This design comes from an exercise in tuning for small area, a short achievable clock period and few clock cycles per item on the open sky130 flow, not from production work. Where RTL was checked, it was by simulation tests only, not by an equivalence proof against the original.

==> inputs of v29 <==
==> flow/design.v <==
`timescale 1ns / 1ps
`default_nettype none
package imsp_pkg;
	localparam logic [1:0] KIND_CHAR = 2'd0;
	localparam logic [1:0] KIND_EOL  = 2'd1;
	localparam logic [1:0] KIND_EOF  = 2'd2;
	localparam logic [1:0] EV_CHAR   = 2'd0;
	localparam logic [1:0] EV_PARA   = 2'd1;
	localparam logic [1:0] EV_CENTRE = 2'd2;
	localparam logic [1:0] EV_ERROR  = 2'd3;
	localparam int ST_BOLD   = 0;
	localparam int ST_ITALIC = 1;
	localparam int ST_UNDER  = 2;
	localparam int ST_STRIKE = 3;
	localparam logic [15:0] CH_BSLASH = 16'h005C;
	localparam logic [15:0] CH_GT     = 16'h003E;
	localparam logic [15:0] CH_LT     = 16'h003C;
	localparam logic [15:0] CH_STAR   = 16'h002A;
	localparam logic [15:0] CH_UNDER  = 16'h005F;
	localparam logic [15:0] CH_TILDE  = 16'h007E;
	function automatic logic [15:0] hdr_unit(input logic [3:0] pos);
		logic [15:0] u;
		case (pos)
			4'd0: u = 16'h002F;
			4'd1: u = 16'h002A;
			4'd2: u = 16'h004D;
			4'd3: u = 16'h0054;
			4'd4: u = 16'h0058;
			4'd5: u = 16'h0054;
			4'd6: u = 16'h0031;
			4'd7: u = 16'h002A;
			4'd8: u = 16'h002F;
			default: u = '0;
		endcase
		hdr_unit = u;
	endfunction
endpackage
`default_nettype wire
`timescale 1ns / 1ps
`timescale 1ns / 1ps
`timescale 1ns / 1ps
`timescale 1ns / 1ps
`default_nettype none
module inline_markup_style_parser_core (
	input  wire logic        clk,
	input  wire logic        arst_n,
	input  wire logic        items_valid,
	output logic             items_ready,
	input  wire logic [15:0] items_code,
	input  wire logic [1:0]  items_kind,
	output logic             results_valid,
	input  wire logic        results_ready,
	output logic [1:0]       results_event_res,
	output logic [15:0]      results_char_out,
	output logic             results_bold,
	output logic             results_italic,
	output logic             results_underline,
	output logic             results_strike,
	output logic             results_last
);
	localparam logic [3:0] PH_SKIP = 4'd12;
	localparam logic [3:0] PH_ERR  = 4'd13;
	localparam logic [2:0] P_NONE = 3'd0;
	localparam logic [2:0] P_BS   = 3'd1;
	localparam logic [2:0] P_LT   = 3'd2;
	localparam logic [2:0] P_TL   = 3'd3;
	localparam logic [2:0] P_ST1  = 3'd4;
	localparam logic [2:0] P_ST2  = 3'd5;
	localparam int SB = imsp_pkg::ST_BOLD;
	localparam int SI = imsp_pkg::ST_ITALIC;
	localparam int SU = imsp_pkg::ST_UNDER;
	localparam int SS = imsp_pkg::ST_STRIKE;
	logic        s_v, i_v;
	logic [15:0] s_code, i_code;
	logic        s_nc, i_nc;
	logic [1:0]  i_kind;
	logic [3:0]  ph_q;
	logic        body_q;
	logic        first_q, zero_q, cent_q, step_q;
	logic [2:0]  pend_q;
	logic [3:0]  sty_q;
	logic        o_v, o_last;
	logic [1:0]  o_ev;
	logic [15:0] o_ch;
	logic [3:0]  o_sty;
	logic acc, or_free, consume, i_free, rdy_q;
	assign items_ready = rdy_q;
	assign acc         = items_valid && rdy_q && (items_kind != 2'd3);
	assign or_free     = !o_v || results_ready;
	logic [15:0] u_code;
	logic        u_nc;
	assign u_nc   = (items_kind != imsp_pkg::KIND_CHAR);
	assign u_code = {items_code[15:1], u_nc ? items_kind[1] : items_code[0]};
	logic k_char, k_eol, k_eof;
	logic in_hdr, in_skip, in_body;
	logic is_bs, is_lt, is_gt, is_st, is_ul, is_tl, hdr_ok;
	assign i_kind  = !i_nc ? imsp_pkg::KIND_CHAR : (i_code[0] ? imsp_pkg::KIND_EOF : imsp_pkg::KIND_EOL);
	assign k_char  = (i_kind == imsp_pkg::KIND_CHAR);
	assign k_eol   = (i_kind == imsp_pkg::KIND_EOL);
	assign k_eof   = (i_kind == imsp_pkg::KIND_EOF);
	assign in_hdr  = !body_q && !(ph_q[3] && ph_q[2]);
	assign in_skip = !body_q && ph_q[3] && ph_q[2] && !ph_q[0];
	assign in_body = body_q;
	assign is_bs   = (i_code == imsp_pkg::CH_BSLASH);
	assign is_lt   = (i_code == imsp_pkg::CH_LT);
	assign is_gt   = (i_code == imsp_pkg::CH_GT);
	assign is_st   = (i_code == imsp_pkg::CH_STAR);
	assign is_ul   = (i_code == imsp_pkg::CH_UNDER);
	assign is_tl   = (i_code == imsp_pkg::CH_TILDE);
	logic hi0, c_sl, c_m, c_t, c_x, c_1;
	assign hi0    = (i_code[15:8] == 8'h00);
	assign c_sl   = hi0 && (i_code[7:0] == 8'h2F);
	assign c_m    = hi0 && (i_code[7:0] == 8'h4D);
	assign c_t    = hi0 && (i_code[7:0] == 8'h54);
	assign c_x    = hi0 && (i_code[7:0] == 8'h58);
	assign c_1    = hi0 && (i_code[7:0] == 8'h31);
	always_comb begin
		case (ph_q)
			4'd0, 4'd8: hdr_ok = c_sl;
			4'd1, 4'd7: hdr_ok = is_st;
			4'd2:       hdr_ok = c_m;
			4'd3, 4'd5: hdr_ok = c_t;
			4'd4:       hdr_ok = c_x;
			4'd6:       hdr_ok = c_1;
			default:    hdr_ok = 1'b0;
		endcase
	end
	logic        a_para, a_tl, a_lt, has_a, two;
	logic        b_v;
	logic [1:0]  b_ev;
	logic [15:0] b_ch;
	logic [3:0]  b_sty, rs;
	logic        go;
	logic [3:0]  n_ph;
	logic        n_body;
	logic        n_first, n_zero, n_cent;
	logic [2:0]  n_pend;
	logic [3:0]  n_sty;
	assign a_para = in_body && zero_q && !first_q && (k_eol || k_char);
	assign a_tl   = in_body && k_char && (pend_q == P_TL) && !is_tl;
	assign a_lt   = in_body && k_char && (pend_q == P_LT);
	assign has_a  = a_para || a_tl || a_lt;
	always_comb begin
		n_ph    = ph_q;
		n_body  = body_q;
		n_first = first_q;
		n_zero  = zero_q;
		n_cent  = cent_q;
		n_pend  = pend_q;
		n_sty   = sty_q;
		b_v     = 1'b0;
		b_ev    = imsp_pkg::EV_CHAR;
		b_ch    = '0;
		b_sty   = '0;
		rs      = sty_q;
		go      = 1'b0;
		case (i_kind)
			imsp_pkg::KIND_EOF: begin
				if (in_hdr) begin
					b_v  = 1'b1;
					b_ev = imsp_pkg::EV_ERROR;
				end else if (in_body && !zero_q && (pend_q == P_BS || pend_q == P_TL)) begin
					b_v   = 1'b1;
					b_ch  = (pend_q == P_BS) ? imsp_pkg::CH_BSLASH : imsp_pkg::CH_TILDE;
					b_sty = sty_q;
				end
				n_ph    = 4'd0;
				n_body  = 1'b0;
				n_first = 1'b1;
				n_zero  = 1'b1;
				n_cent  = 1'b0;
				n_pend  = P_NONE;
				n_sty   = '0;
			end
			imsp_pkg::KIND_EOL: begin
				if (in_hdr) begin
					b_v  = 1'b1;
					b_ev = imsp_pkg::EV_ERROR;
					n_ph = PH_ERR;
				end else if (in_skip) begin
					n_body = 1'b1;
				end else if (in_body) begin
					if (!zero_q && (pend_q == P_BS || pend_q == P_TL)) begin
						b_v   = 1'b1;
						b_ch  = (pend_q == P_BS) ? imsp_pkg::CH_BSLASH : imsp_pkg::CH_TILDE;
						b_sty = sty_q;
					end
					n_first = 1'b0;
					n_zero  = 1'b1;
					n_cent  = 1'b0;
					n_pend  = P_NONE;
					n_sty   = '0;
				end
			end
			imsp_pkg::KIND_CHAR: begin
				if (in_hdr) begin
					if (!hdr_ok) begin
						b_v  = 1'b1;
						b_ev = imsp_pkg::EV_ERROR;
						n_ph = PH_ERR;
					end else begin
						n_ph = (ph_q == 4'd8) ? PH_SKIP : ph_q + 4'd1;
					end
				end else if (in_body) begin
					n_first = 1'b0;
					n_zero  = 1'b0;
					if (zero_q && is_gt) begin
						b_v    = 1'b1;
						b_ev   = imsp_pkg::EV_CENTRE;
						n_cent = 1'b1;
					end else begin
						go = 1'b1;
						case (pend_q)
							P_BS: begin
								b_v    = 1'b1;
								b_ch   = i_code;
								b_sty  = sty_q;
								n_pend = P_NONE;
								go     = 1'b0;
							end
							P_TL: begin
								if (is_tl) begin
									n_sty[SS] = ~sty_q[SS];
									n_pend    = P_NONE;
									go        = 1'b0;
								end
							end
							P_ST1: begin
								if (is_st) begin
									n_pend = P_ST2;
									go     = 1'b0;
								end else begin
									rs[SI] = ~sty_q[SI];
								end
							end
							P_ST2: begin
								if (is_st) begin
									n_sty[SB] = ~sty_q[SB];
									n_sty[SI] = ~sty_q[SI];
									n_pend    = P_NONE;
									go        = 1'b0;
								end else begin
									rs[SB] = ~sty_q[SB];
								end
							end
							default: ;
						endcase
						if (go) begin
							n_pend = P_NONE;
							n_sty  = rs;
							if (is_bs) begin
								n_pend = P_BS;
							end else if (is_lt && cent_q) begin
								n_pend = P_LT;
							end else if (is_st) begin
								n_pend = P_ST1;
							end else if (is_ul) begin
								n_sty[SU] = ~rs[SU];
							end else if (is_tl) begin
								n_pend = P_TL;
							end else begin
								b_v   = 1'b1;
								b_ch  = i_code;
								b_sty = rs;
							end
						end
					end
				end
			end
			default: ;
		endcase
	end
	logic adv, bcent_q;
	assign two     = has_a && b_v;
	assign adv     = i_v && or_free;
	assign consume = adv && (step_q || !two);
	assign i_free  = !i_v || consume;
	logic        e_v, e_last, e_a;
	logic [1:0]  e_ev;
	logic [15:0] e_ch;
	logic [3:0]  e_sty;
	assign e_a    = has_a && !step_q;
	assign e_v    = i_v && (step_q || has_a || b_v);
	assign e_last = step_q || !two;
	always_comb begin
		if (step_q) begin
			e_ev  = bcent_q ? imsp_pkg::EV_CENTRE : imsp_pkg::EV_CHAR;
			e_ch  = bcent_q ? 16'h0000 : i_code;
			e_sty = bcent_q ? 4'h0 : sty_q;
		end else if (has_a) begin
			e_ev  = a_para ? imsp_pkg::EV_PARA : imsp_pkg::EV_CHAR;
			e_ch  = a_tl ? imsp_pkg::CH_TILDE : (a_lt ? imsp_pkg::CH_LT : 16'h0000);
			e_sty = a_para ? 4'h0 : sty_q;
		end else begin
			e_ev  = b_ev;
			e_ch  = b_ch;
			e_sty = b_sty;
		end
	end
	always_ff @(posedge clk or negedge arst_n) begin
		if (!arst_n) begin
			s_v     <= 1'b0;
			rdy_q   <= 1'b0;
			i_v     <= 1'b0;
			o_v     <= 1'b0;
			step_q  <= 1'b0;
			ph_q    <= 4'd0;
			body_q  <= 1'b0;
			first_q <= 1'b1;
			zero_q  <= 1'b1;
			cent_q  <= 1'b0;
			pend_q  <= P_NONE;
			sty_q   <= '0;
		end else begin
			s_v   <= !i_free && (s_v || acc);
			rdy_q <= !(!i_free && (s_v || acc));
			if (i_free) i_v <= s_v || acc;
			if (or_free) begin
				o_v <= e_v;
			end
			if (adv) begin
				step_q <= two && !step_q;
			end
			if (adv && !step_q) begin
				ph_q    <= n_ph;
				body_q  <= n_body;
				first_q <= n_first;
				zero_q  <= n_zero;
				cent_q  <= n_cent;
				pend_q  <= n_pend;
				sty_q   <= n_sty;
			end
		end
	end
	always_ff @(posedge clk) begin
		if (!s_v) begin
			s_code <= u_code;
			s_nc   <= u_nc;
		end
		if (i_free) begin
			i_code <= s_v ? s_code : u_code;
			i_nc   <= s_v ? s_nc : u_nc;
		end
		if (adv && !step_q) begin
			bcent_q <= (b_ev == imsp_pkg::EV_CENTRE);
		end
		if (or_free) begin
			o_last <= e_last;
			o_ev   <= e_ev;
			o_ch   <= e_ch;
			o_sty  <= e_sty;
		end
	end
	assign results_valid     = o_v;
	assign results_event_res = o_ev;
	assign results_char_out  = o_ch;
	assign results_bold      = o_sty[SB];
	assign results_italic    = o_sty[SI];
	assign results_underline = o_sty[SU];
	assign results_strike    = o_sty[SS];
	assign results_last      = o_last;
endmodule
`default_nettype wire
==> flow/flow/run.sh <==
#!/bin/bash
# Standard synthesis, unchanged; then the standard ORFS layout steps with
# the settings below.
set -euo pipefail
bash standard.sh synth > synth.log 2>&1
bash standard.sh \
  BUFFER_PORTS_ARGS=-buffer_cell\ sky130_fd_sc_hd__buf_2 \
  SETUP_SLACK_MARGIN=8.0 \
  CTS_ARGS=-sink_clustering_enable\ -repair_clock_nets\ -dont_use_dummy_load \
  finish > layout.log 2>&1
==> flow/standard.sh <==
#!/bin/bash
# synth_recipe.tcl (not shown) runs the flow's synth.tcl, then flattens the netlist and writes it again
# the make line also repeats each setting of config.mk as NAME=value (left out here)
make -C /OpenROAD-flow-scripts/flow DESIGN_CONFIG=/design/flow/config.mk WORK_HOME=/design/flow/orfs CLKGATE_MAP_FILE= SYNTH_SCRIPT=/design/flow/synth_recipe.tcl "${@:-finish}"
==> flow/config.mk <==
export PLATFORM = sky130hd
export DESIGN_NAME = inline_markup_style_parser_core
export DESIGN_NICKNAME = inline_markup_style_parser_core
export VERILOG_FILES = /design/flow/design.v
export SDC_FILE = /design/flow/constraint.sdc
export NUM_CORES = 4
export LEC_CHECK = 0
export CAP_MARGIN = 20
export CORE_MARGIN = 2
export CORE_UTILIZATION = 60
export SLEW_MARGIN = 20
==> flow/constraint.sdc <==
create_clock -name core_clock -period 11.0 [get_ports {clk}]
set_input_delay 2.2000 -clock core_clock [delete_from_list [all_inputs] [get_ports {clk}]]
set_output_delay 2.2000 -clock core_clock [all_outputs]
set_load 0.01 [all_outputs]
==> v24: changes against v29 <==
--- a/flow/design.v
+++ b/flow/design.v
@@ -137,5 +137,5 @@
 	logic [2:0]  n_pend;
 	logic [3:0]  n_sty;
-	assign a_para = in_body && zero_q && !first_q && (k_eol || k_char);
+	assign a_para = in_body && zero_q && !first_q && (k_eol || k_char) && !pp_q;
 	assign a_tl   = in_body && k_char && (pend_q == P_TL) && !is_tl;
 	assign a_lt   = in_body && k_char && (pend_q == P_LT);
@@ -272,5 +272,16 @@
 	end
 	logic adv, bcent_q;
-	assign two     = has_a && b_v;
+	logic pre_ok, pre_para, pp_q, pp_last;
+	assign pre_ok   = i_v && !step_q && in_body && k_eol && !zero_q
+		&& (pend_q != P_BS) && (pend_q != P_TL);
+	assign pre_para = pre_ok && items_valid && rdy_q && !items_kind[1];
+	assign pp_last  = items_kind[0]
+		|| ((items_code[15:8] == 8'h00) && (items_code[7:0] == 8'h5C || items_code[7:0] == 8'h2A
+		|| items_code[7:0] == 8'h5F || items_code[7:0] == 8'h7E));
+	logic plain;
+	assign plain = !(is_bs || (is_lt && cent_q) || is_st || is_ul || is_tl);
+	assign two   = in_body && k_char && (
+		(zero_q && !first_q && !pp_q && (is_gt || plain))
+		|| ((pend_q == P_TL || pend_q == P_LT) && plain));
 	assign adv     = i_v && or_free;
 	assign consume = adv && (step_q || !two);
@@ -304,4 +315,5 @@
 			i_v     <= 1'b0;
 			o_v     <= 1'b0;
+			pp_q    <= 1'b0;
 			step_q  <= 1'b0;
 			ph_q    <= 4'd0;
@@ -315,7 +327,10 @@
 			s_v   <= !i_free && (s_v || acc);
 			rdy_q <= !(!i_free && (s_v || acc));
-			if (i_free) i_v <= s_v || acc;
+			if (i_free) begin
+				i_v  <= s_v || acc;
+				pp_q <= pre_para;
+			end
 			if (or_free) begin
-				o_v <= e_v;
+				o_v <= e_v || pre_para;
 			end
 			if (adv) begin
@@ -346,6 +361,6 @@
 		end
 		if (or_free) begin
-			o_last <= e_last;
-			o_ev   <= e_ev;
+			o_last <= pre_ok ? pp_last : e_last;
+			o_ev   <= {e_ev[1], e_ev[0] || pre_para};
 			o_ch   <= e_ch;
 			o_sty  <= e_sty;
==> flow/flow/run.sh (replaced) <==
#!/bin/bash
# Standard synthesis, unchanged; then the standard ORFS layout steps with
# the settings below.
set -euo pipefail
bash standard.sh synth > synth.log 2>&1
bash standard.sh \
  BUFFER_PORTS_ARGS=-buffer_cell\ sky130_fd_sc_hd__buf_2 \
  SETUP_SLACK_MARGIN=7.9 \
  CTS_ARGS=-sink_clustering_enable\ -repair_clock_nets\ -dont_use_dummy_load\ -buf_list\ sky130_fd_sc_hd__clkbuf_4\ -root_buf\ sky130_fd_sc_hd__clkbuf_8 \
  finish > layout.log 2>&1
==> v11: changes against v29 <==
--- a/flow/design.v
+++ b/flow/design.v
@@ -38,5 +38,35 @@
 `default_nettype wire
 `timescale 1ns / 1ps
+`default_nettype none
+module imsp_queue (
+	input  wire logic results_ready,
+	input  wire logic o_v,
+	input  wire logic i_v,
+	input  wire logic step_q,
+	input  wire logic two,
+	output logic      or_free,
+	output logic      adv,
+	output logic      adv0,
+	output logic      i_free
+);
+	assign or_free = !o_v || results_ready;
+	assign adv     = i_v && or_free;
+	assign adv0    = adv && !step_q;
+	assign i_free  = !i_v || (or_free && (step_q || !two));
+endmodule
+`default_nettype wire
 `timescale 1ns / 1ps
+`default_nettype none
+module imsp_back #(
+	parameter int W = 1
+) (
+	input  wire logic         sel,
+	input  wire logic [W-1:0] d_new,
+	input  wire logic [W-1:0] d_old,
+	output logic      [W-1:0] d
+);
+	assign d = sel ? d_new : d_old;
+endmodule
+`default_nettype wire
 `timescale 1ns / 1ps
 `timescale 1ns / 1ps
@@ -87,5 +117,4 @@
 	assign items_ready = rdy_q;
 	assign acc         = items_valid && rdy_q && (items_kind != 2'd3);
-	assign or_free     = !o_v || results_ready;
 	logic [15:0] u_code;
 	logic        u_nc;
@@ -137,5 +166,5 @@
 	logic [2:0]  n_pend;
 	logic [3:0]  n_sty;
-	assign a_para = in_body && zero_q && !first_q && (k_eol || k_char);
+	assign a_para = in_body && zero_q && !first_q && (k_eol || k_char) && !pp_q;
 	assign a_tl   = in_body && k_char && (pend_q == P_TL) && !is_tl;
 	assign a_lt   = in_body && k_char && (pend_q == P_LT);
@@ -272,8 +301,28 @@
 	end
 	logic adv, bcent_q;
-	assign two     = has_a && b_v;
-	assign adv     = i_v && or_free;
-	assign consume = adv && (step_q || !two);
-	assign i_free  = !i_v || consume;
+	logic pre_para, pp_q, pp_last;
+	assign pre_para = i_v && !step_q && in_body && k_eol && !zero_q
+		&& (pend_q != P_BS) && (pend_q != P_TL)
+		&& acc && (items_kind == imsp_pkg::KIND_CHAR || items_kind == imsp_pkg::KIND_EOL);
+	assign pp_last  = (items_kind == imsp_pkg::KIND_EOL)
+		|| (items_code == imsp_pkg::CH_BSLASH) || (items_code == imsp_pkg::CH_STAR)
+		|| (items_code == imsp_pkg::CH_UNDER) || (items_code == imsp_pkg::CH_TILDE);
+	logic plain;
+	assign plain = !(is_bs || (is_lt && cent_q) || is_st || is_ul || is_tl);
+	assign two   = in_body && k_char && (
+		(zero_q && !first_q && !pp_q && (is_gt || plain))
+		|| ((pend_q == P_TL || pend_q == P_LT) && plain));
+	logic adv0;
+	imsp_queue u_ctl (
+		.results_ready (results_ready),
+		.o_v     (o_v),
+		.i_v     (i_v),
+		.step_q  (step_q),
+		.two     (two),
+		.or_free (or_free),
+		.adv     (adv),
+		.adv0    (adv0),
+		.i_free  (i_free)
+	);
 	logic        e_v, e_last, e_a;
 	logic [1:0]  e_ev;
@@ -298,4 +347,13 @@
 		end
 	end
+	logic [14:0] st_d;
+	imsp_back #(
+		.W (15)
+	) u_commit (
+		.sel   (adv0),
+		.d_new ({n_ph, n_body, n_first, n_zero, n_cent, n_pend, n_sty}),
+		.d_old ({ph_q, body_q, first_q, zero_q, cent_q, pend_q, sty_q}),
+		.d     (st_d)
+	);
 	always_ff @(posedge clk or negedge arst_n) begin
 		if (!arst_n) begin
@@ -304,4 +362,5 @@
 			i_v     <= 1'b0;
 			o_v     <= 1'b0;
+			pp_q    <= 1'b0;
 			step_q  <= 1'b0;
 			ph_q    <= 4'd0;
@@ -315,20 +374,15 @@
 			s_v   <= !i_free && (s_v || acc);
 			rdy_q <= !(!i_free && (s_v || acc));
-			if (i_free) i_v <= s_v || acc;
+			if (i_free) begin
+				i_v  <= s_v || acc;
+				pp_q <= pre_para;
+			end
 			if (or_free) begin
-				o_v <= e_v;
+				o_v <= e_v || pre_para;
 			end
 			if (adv) begin
 				step_q <= two && !step_q;
 			end
-			if (adv && !step_q) begin
-				ph_q    <= n_ph;
-				body_q  <= n_body;
-				first_q <= n_first;
-				zero_q  <= n_zero;
-				cent_q  <= n_cent;
-				pend_q  <= n_pend;
-				sty_q   <= n_sty;
-			end
+			{ph_q, body_q, first_q, zero_q, cent_q, pend_q, sty_q} <= st_d;
 		end
 	end
@@ -342,10 +396,10 @@
 			i_nc   <= s_v ? s_nc : u_nc;
 		end
-		if (adv && !step_q) begin
+		if (adv0) begin
 			bcent_q <= (b_ev == imsp_pkg::EV_CENTRE);
 		end
 		if (or_free) begin
-			o_last <= e_last;
-			o_ev   <= e_ev;
+			o_last <= pre_para ? pp_last : e_last;
+			o_ev   <= pre_para ? imsp_pkg::EV_PARA : e_ev;
 			o_ch   <= e_ch;
 			o_sty  <= e_sty;
--- a/flow/flow/run.sh
+++ b/flow/flow/run.sh
@@ -6,5 +6,5 @@
 bash standard.sh \
   BUFFER_PORTS_ARGS=-buffer_cell\ sky130_fd_sc_hd__buf_2 \
-  SETUP_SLACK_MARGIN=8.0 \
+  SETUP_SLACK_MARGIN=7.9 \
   CTS_ARGS=-sink_clustering_enable\ -repair_clock_nets\ -dont_use_dummy_load \
   finish > layout.log 2>&1
- SYNTH_HIERARCHICAL: not set -> 1
- SYNTH_MINIMUM_KEEP_SIZE: not set -> 0
==> flow_metrics.env <==
export IMPL_status="no timing/DRC/antenna violations"
export IMPL_placed_cells=481
export IMPL_synth_fa_ha_area_share_pct=1.24
export IMPL_slew_headroom_pct=47.5
export IMPL_routed_wl_mm=9.18
export IMPL_multi_input_area_sq_mm=0.00184
export IMPL_crit_start="results_ready"
export IMPL_comb_multi_input_count=266
(the above is from v29)
==> flow_metrics.env <==
export IMPL_placed_cells=478
export IMPL_status="no timing/DRC/antenna violations"
export IMPL_routed_wl_mm=8.99
export IMPL_multi_input_area_sq_mm=0.00179
(the above is from v24)
==> flow_metrics.env <==
export IMPL_slew_headroom_pct=46.8
export IMPL_comb_multi_input_count=283
export IMPL_status="no timing/DRC/antenna violations"
export IMPL_placed_cells=521
export IMPL_synth_fa_ha_area_share_pct=1.41
(the above is from v11)
Testbench counts of v24, summed over its fixed seeds: cycles 40,349, items 40,240.
The RTL of v29 and v11 was laid out without a check of its function.

-- static timing again, ports no longer ideal --
In the flow no input, the clock included, has a driving cell. The finished layouts below were timed again as built, in two steps. Step 1 (the two cells are an assumption about what drives the block):
set clk [get_ports {clk}]
set_driving_cell -lib_cell sky130_fd_sc_hd__clkbuf_16 $clk
set_driving_cell -lib_cell sky130_fd_sc_hd__buf_2 [delete_from_list [all_inputs] $clk]
Step 2, shift: input delay + t, output delay - t, t = (earliest + latest rising clock arrival at the registers) / 2. This alone moves slack from input paths to output paths. Three values: no drivers, after step 1, after step 2; two values: the first two.
run | t, ns | slack for setup (ns) | worst setup path after step 2 | worst data-port slew with drivers (ns) | cell pins on the clock port's net
v29 | 0.373 | 7.871 / 7.866 / 7.492 | input to register | 0.04 | 1
v24 | 0.381 | 7.903 / 7.872 / 7.519 | input to register | 0.04 | 1
v11 | 0.369 | 7.653 / 7.638 / 7.269 | input to register | 0.06 | 1
After both steps every run listed still meets setup and hold.
